From an optimization exercise on the open Yosys and OpenROAD flow, aimed at small area, a short achievable clock period and few clock cycles per item; shortcuts taken in it are not production practice.
In this exercise RTL edits were held to simulation tests only and were not proved equivalent to the original.
No activity file was given, so power comes from the tool's default toggle rates.

## before
==> flow/design.v <==
`default_nettype none
package obpk_pkg;
    localparam int MAP_W         = 64;
    localparam int ROW_STRIDE    = 8;
    localparam int GRID_SIDE_DEF = 8;
    localparam int TYPE_W  = 16;
    localparam int POS_W   = 3;
    localparam int SPAN_W  = 4;
    localparam int OFF_W   = 6;
    localparam int AREA_W  = 7;
    localparam int BYTES_W = 9;
    localparam logic [TYPE_W-1:0] NO_FLOAT_TYPE = 16'd2;
    function automatic logic [2:0] first_set(input logic [7:0] v);
        logic [3:0] nib;
        logic [1:0] pair;
        first_set[2] = ~|v[3:0];
        nib          = first_set[2] ? v[7:4] : v[3:0];
        first_set[1] = ~|nib[1:0];
        pair         = first_set[1] ? nib[3:2] : nib[1:0];
        first_set[0] = ~pair[0];
        if (v == 8'd0) first_set = 3'd0;
    endfunction
    function automatic logic [2:0] last_set(input logic [7:0] v);
        logic [3:0] nib;
        logic [1:0] pair;
        last_set[2] = |v[7:4];
        nib         = last_set[2] ? v[7:4] : v[3:0];
        last_set[1] = |nib[3:2];
        pair        = last_set[1] ? nib[3:2] : nib[1:0];
        last_set[0] = pair[1];
    endfunction
    function automatic logic [3:0] span(input logic [2:0] lo, input logic [2:0] hi);
        span = '0;
        for (int i = 0; i < 8; i++) begin
            for (int j = i; j < 8; j++) begin
                if (lo == 3'(i) && hi == 3'(j)) span = span | 4'(j - i + 1);
            end
        end
    endfunction
    function automatic logic [8:0] heightmap_bytes(input logic [3:0] w,
                                                    input logic [3:0] h,
                                                    input logic       depth_only);
        heightmap_bytes = '0;
        for (int i = 1; i <= 8; i++) begin
            for (int j = 1; j <= 8; j++) begin
                if (w == 4'(i) && h == 4'(j)) begin
                    heightmap_bytes = heightmap_bytes
                        | (depth_only ? 9'((i + 1) * (j + 1)) : 9'((i + 1) * (j + 1) * 5));
                end
            end
        end
    endfunction
endpackage
`default_nettype wire
`default_nettype none
module obpk_pack (
    input  wire logic [obpk_pkg::MAP_W-1:0]   i_aligned,
    input  wire logic [obpk_pkg::SPAN_W-1:0]  i_width,
    input  wire logic                         i_keep,
    output logic      [obpk_pkg::MAP_W-1:0]   o_packed
);
    logic [8:1][obpk_pkg::MAP_W-1:0] at_width;
    for (genvar k = 1; k <= 8; k++) begin : g_w
        for (genvar r = 0; r < 8; r++) begin : g_row
            assign at_width[k][r*k +: k] = i_aligned[r*8 +: k];
        end
        if (k < 8) begin : g_pad
            assign at_width[k][obpk_pkg::MAP_W-1:8*k] = '0;
        end
    end
    always_comb begin
        o_packed = '0;
        for (int k = 1; k <= 8; k++) begin
            if (i_keep && i_width == obpk_pkg::SPAN_W'(k)) begin
                o_packed = o_packed | at_width[k];
            end
        end
    end
endmodule
`default_nettype wire
`default_nettype none
module occupancy_box_and_mask_pack (
    input  wire logic                                i_clk,
    input  wire logic                                i_rst_n,
    input  wire logic                                start,
    output logic                                     busy,
    input  wire logic [obpk_pkg::MAP_W-1:0]          i_occupancy,
    input  wire logic [obpk_pkg::TYPE_W-1:0]         i_liquid_type,
    output logic                                     o_strobe,
    output logic      [obpk_pkg::POS_W-1:0]          o_box_x,
    output logic      [obpk_pkg::POS_W-1:0]          o_box_z,
    output logic      [obpk_pkg::SPAN_W-1:0]         o_box_width,
    output logic      [obpk_pkg::SPAN_W-1:0]         o_box_height,
    output logic                                     o_all_filled,
    output logic                                     o_grid_empty,
    output logic                                     o_mask_present,
    output logic      [obpk_pkg::MAP_W-1:0]          o_packed_mask,
    output logic      [obpk_pkg::BYTES_W-1:0]        o_heightmap_bytes
);
    logic [7:0]                     n_rows;
    logic [7:0]                     n_cols;
    logic [obpk_pkg::POS_W-1:0]     n_lo_x;
    logic [obpk_pkg::POS_W-1:0]     n_lo_z;
    logic [obpk_pkg::MAP_W-1:0]     n_zmap;
    logic                           r_vld;
    logic [obpk_pkg::MAP_W-1:0]     r_zmap;
    logic [obpk_pkg::POS_W-1:0]     r_lo_x;
    logic [obpk_pkg::POS_W-1:0]     r_lo_z;
    logic [obpk_pkg::POS_W-1:0]     r_hi_x;
    logic [obpk_pkg::POS_W-1:0]     r_hi_z;
    logic                           r_any;
    logic                           r_full;
    logic                           r_depth_only;
    logic [obpk_pkg::SPAN_W-1:0]    w;
    logic [obpk_pkg::SPAN_W-1:0]    h;
    logic [obpk_pkg::MAP_W-1:0]     aligned;
    assign busy = 1'b0;
    for (genvar z = 0; z < 8; z++) begin : g_row
        assign n_rows[z] = |i_occupancy[z*8 +: 8];
    end
    assign n_cols = i_occupancy[7:0]   | i_occupancy[15:8]  | i_occupancy[23:16]
                  | i_occupancy[31:24] | i_occupancy[39:32] | i_occupancy[47:40]
                  | i_occupancy[55:48] | i_occupancy[63:56];
    assign n_lo_x = obpk_pkg::first_set(n_cols);
    assign n_lo_z = obpk_pkg::first_set(n_rows);
    assign n_zmap = i_occupancy >> {n_lo_z, 3'b000};
    always_ff @(posedge i_clk) begin
        if (!i_rst_n) begin
            r_vld <= 1'b0;
        end else begin
            r_vld <= start;
        end
        r_zmap       <= n_zmap;
        r_lo_x       <= n_lo_x;
        r_lo_z       <= n_lo_z;
        r_hi_x       <= obpk_pkg::last_set(n_cols);
        r_hi_z       <= obpk_pkg::last_set(n_rows);
        r_any        <= |n_rows;
        r_full       <= &i_occupancy;
        r_depth_only <= (i_liquid_type == obpk_pkg::NO_FLOAT_TYPE);
    end
    assign w = r_any ? obpk_pkg::span(r_lo_x, r_hi_x) : 4'd0;
    assign h = r_any ? obpk_pkg::span(r_lo_z, r_hi_z) : 4'd0;
    assign aligned = r_zmap >> r_lo_x;
    obpk_pack u_pack (
        .i_aligned (aligned),
        .i_width   (w),
        .i_keep    (~r_full),
        .o_packed  (o_packed_mask)
    );
    assign o_strobe       = r_vld;
    assign o_box_x        = r_lo_x;
    assign o_box_z        = r_lo_z;
    assign o_box_width    = w;
    assign o_box_height   = h;
    assign o_all_filled   = r_full;
    assign o_grid_empty   = ~r_any;
    assign o_mask_present = r_any & ~r_full;
    assign o_heightmap_bytes = obpk_pkg::heightmap_bytes(w, h, r_depth_only);
endmodule
`default_nettype wire
Settings: LEC_CHECK=0, CAP_MARGIN=20, CORE_MARGIN=2, CORE_UTILIZATION=40, SLEW_MARGIN=20; clock period 4.5 ns.
run.sh (not shown) runs the stock make flow with config.mk's settings and CLKGATE_MAP_FILE= SYNTH_SCRIPT=/design/flow/synth_recipe.tcl, a recipe that flattens the netlist after the stock synthesis.
Testbench counts of before, summed over its fixed seeds: cycles 16,008, items 16,000.
Inputs modified between before and after:
--- a/flow/design.v
+++ b/flow/design.v
@@ -25,33 +25,12 @@
         logic [1:0] pair;
         last_set[2] = |v[7:4];
         nib         = last_set[2] ? v[7:4] : v[3:0];
         last_set[1] = |nib[3:2];
         pair        = last_set[1] ? nib[3:2] : nib[1:0];
         last_set[0] = pair[1];
-    endfunction
-    function automatic logic [3:0] span(input logic [2:0] lo, input logic [2:0] hi);
-        span = '0;
-        for (int i = 0; i < 8; i++) begin
-            for (int j = i; j < 8; j++) begin
-                if (lo == 3'(i) && hi == 3'(j)) span = span | 4'(j - i + 1);
-            end
-        end
-    endfunction
-    function automatic logic [8:0] heightmap_bytes(input logic [3:0] w,
-                                                    input logic [3:0] h,
-                                                    input logic       depth_only);
-        heightmap_bytes = '0;
-        for (int i = 1; i <= 8; i++) begin
-            for (int j = 1; j <= 8; j++) begin
-                if (w == 4'(i) && h == 4'(j)) begin
-                    heightmap_bytes = heightmap_bytes
-                        | (depth_only ? 9'((i + 1) * (j + 1)) : 9'((i + 1) * (j + 1) * 5));
-                end
-            end
-        end
     endfunction
 endpackage
 `default_nettype wire
 `default_nettype none
 module obpk_pack (
     input  wire logic [obpk_pkg::MAP_W-1:0]   i_aligned,
@@ -98,64 +77,68 @@
     output logic      [obpk_pkg::BYTES_W-1:0]        o_heightmap_bytes
 );
     logic [7:0]                     n_rows;
     logic [7:0]                     n_cols;
     logic [obpk_pkg::POS_W-1:0]     n_lo_x;
     logic [obpk_pkg::POS_W-1:0]     n_lo_z;
+    logic [obpk_pkg::SPAN_W-1:0]    n_hi_x;
+    logic [obpk_pkg::SPAN_W-1:0]    n_hi_z;
     logic [obpk_pkg::MAP_W-1:0]     n_zmap;
     logic                           r_vld;
     logic [obpk_pkg::MAP_W-1:0]     r_zmap;
     logic [obpk_pkg::POS_W-1:0]     r_lo_x;
     logic [obpk_pkg::POS_W-1:0]     r_lo_z;
-    logic [obpk_pkg::POS_W-1:0]     r_hi_x;
-    logic [obpk_pkg::POS_W-1:0]     r_hi_z;
+    logic [obpk_pkg::SPAN_W-1:0]    r_w;
+    logic [obpk_pkg::SPAN_W-1:0]    r_h;
     logic                           r_any;
     logic                           r_full;
     logic                           r_depth_only;
-    logic [obpk_pkg::SPAN_W-1:0]    w;
-    logic [obpk_pkg::SPAN_W-1:0]    h;
     logic [obpk_pkg::MAP_W-1:0]     aligned;
+    logic [obpk_pkg::AREA_W-1:0]    area;
     assign busy = 1'b0;
     for (genvar z = 0; z < 8; z++) begin : g_row
         assign n_rows[z] = |i_occupancy[z*8 +: 8];
     end
     assign n_cols = i_occupancy[7:0]   | i_occupancy[15:8]  | i_occupancy[23:16]
                   | i_occupancy[31:24] | i_occupancy[39:32] | i_occupancy[47:40]
                   | i_occupancy[55:48] | i_occupancy[63:56];
     assign n_lo_x = obpk_pkg::first_set(n_cols);
     assign n_lo_z = obpk_pkg::first_set(n_rows);
+    assign n_hi_x = (|n_cols) ? {1'b0, obpk_pkg::last_set(n_cols)} + 4'd1 : 4'd0;
+    assign n_hi_z = (|n_rows) ? {1'b0, obpk_pkg::last_set(n_rows)} + 4'd1 : 4'd0;
     assign n_zmap = i_occupancy >> {n_lo_z, 3'b000};
     always_ff @(posedge i_clk) begin
         if (!i_rst_n) begin
             r_vld <= 1'b0;
         end else begin
             r_vld <= start;
         end
         r_zmap       <= n_zmap;
         r_lo_x       <= n_lo_x;
         r_lo_z       <= n_lo_z;
-        r_hi_x       <= obpk_pkg::last_set(n_cols);
-        r_hi_z       <= obpk_pkg::last_set(n_rows);
+        r_w          <= n_hi_x - {1'b0, n_lo_x};
+        r_h          <= n_hi_z - {1'b0, n_lo_z};
         r_any        <= |n_rows;
         r_full       <= &i_occupancy;
         r_depth_only <= (i_liquid_type == obpk_pkg::NO_FLOAT_TYPE);
     end
-    assign w = r_any ? obpk_pkg::span(r_lo_x, r_hi_x) : 4'd0;
-    assign h = r_any ? obpk_pkg::span(r_lo_z, r_hi_z) : 4'd0;
     assign aligned = r_zmap >> r_lo_x;
     obpk_pack u_pack (
         .i_aligned (aligned),
-        .i_width   (w),
+        .i_width   (r_w),
         .i_keep    (~r_full),
         .o_packed  (o_packed_mask)
     );
+    assign area = ({3'b000, r_w} + 7'd1) * ({3'b000, r_h} + 7'd1);
     assign o_strobe       = r_vld;
     assign o_box_x        = r_lo_x;
     assign o_box_z        = r_lo_z;
-    assign o_box_width    = w;
-    assign o_box_height   = h;
+    assign o_box_width    = r_w;
+    assign o_box_height   = r_h;
     assign o_all_filled   = r_full;
     assign o_grid_empty   = ~r_any;
     assign o_mask_present = r_any & ~r_full;
-    assign o_heightmap_bytes = obpk_pkg::heightmap_bytes(w, h, r_depth_only);
+    assign o_heightmap_bytes = !r_any        ? '0 :
+                               r_depth_only  ? {2'b00, area} :
+                                               {area, 2'b00} + {2'b00, area};
 endmodule
 `default_nettype wire
--- outcome ---
after -> stages 100% | layout checks FAIL | negative setup slack. Comparing before and after, number of placed instances with taps included is lower on after. Of before and after, the run reporting the lower layout-stage area growth over the synthesis result was before. On setup slack, the higher figure sits with before, not after. In the reports for before and after, the smaller via count belongs to after. Changes observed in after relative to before: global-route wire length before repair saw a decrease, maximum number of pins on one net before global-route repair saw a decrease, data arrival time of the worst path saw an increase. before reports its main combinational cell family by area after synthesis as compound AO/OA/AOI/OAI gates while after reports multiplexers. Total power of the final layout, before and after: larger value in after. For the clock network fraction of design power, after came in 2.4 points lower than before did. after: clock distribution area overhead in the final layout is 0.18 points lower than what before reported. after against before; average footprint of a synthesized cell is up by a few percent.
Testbench counts of after, summed over its fixed seeds: cycles 16,008, items 16,000.

## what the ideal ports hide
How much do the figures lean on ideal ports? The routed layouts below were timed once more, with nothing changed but the port constraints.
Step 1, drivers: a clkbuf_16 drives i_clk and a buf_2 each remaining input, both assumed.
Step 2, shift: input delay + t, output delay - t, t = (earliest + latest rising clock arrival at the registers) / 2. This alone moves slack from input paths to output paths.
Slacks: ideal / step 1 / step 2; pairs: ideal / step 1.
run	t (ns)	setup WS [ns]	worst data-port slew with drivers (ns)
before	0.374	0.256 / 0.216 / 0.146	0.05
after	0.370	-0.941 / -0.985 / -0.614	0.04
For before, which loses most, drivers alone change the setup slack by -0.040 ns; drivers and shift together by -0.110 ns.
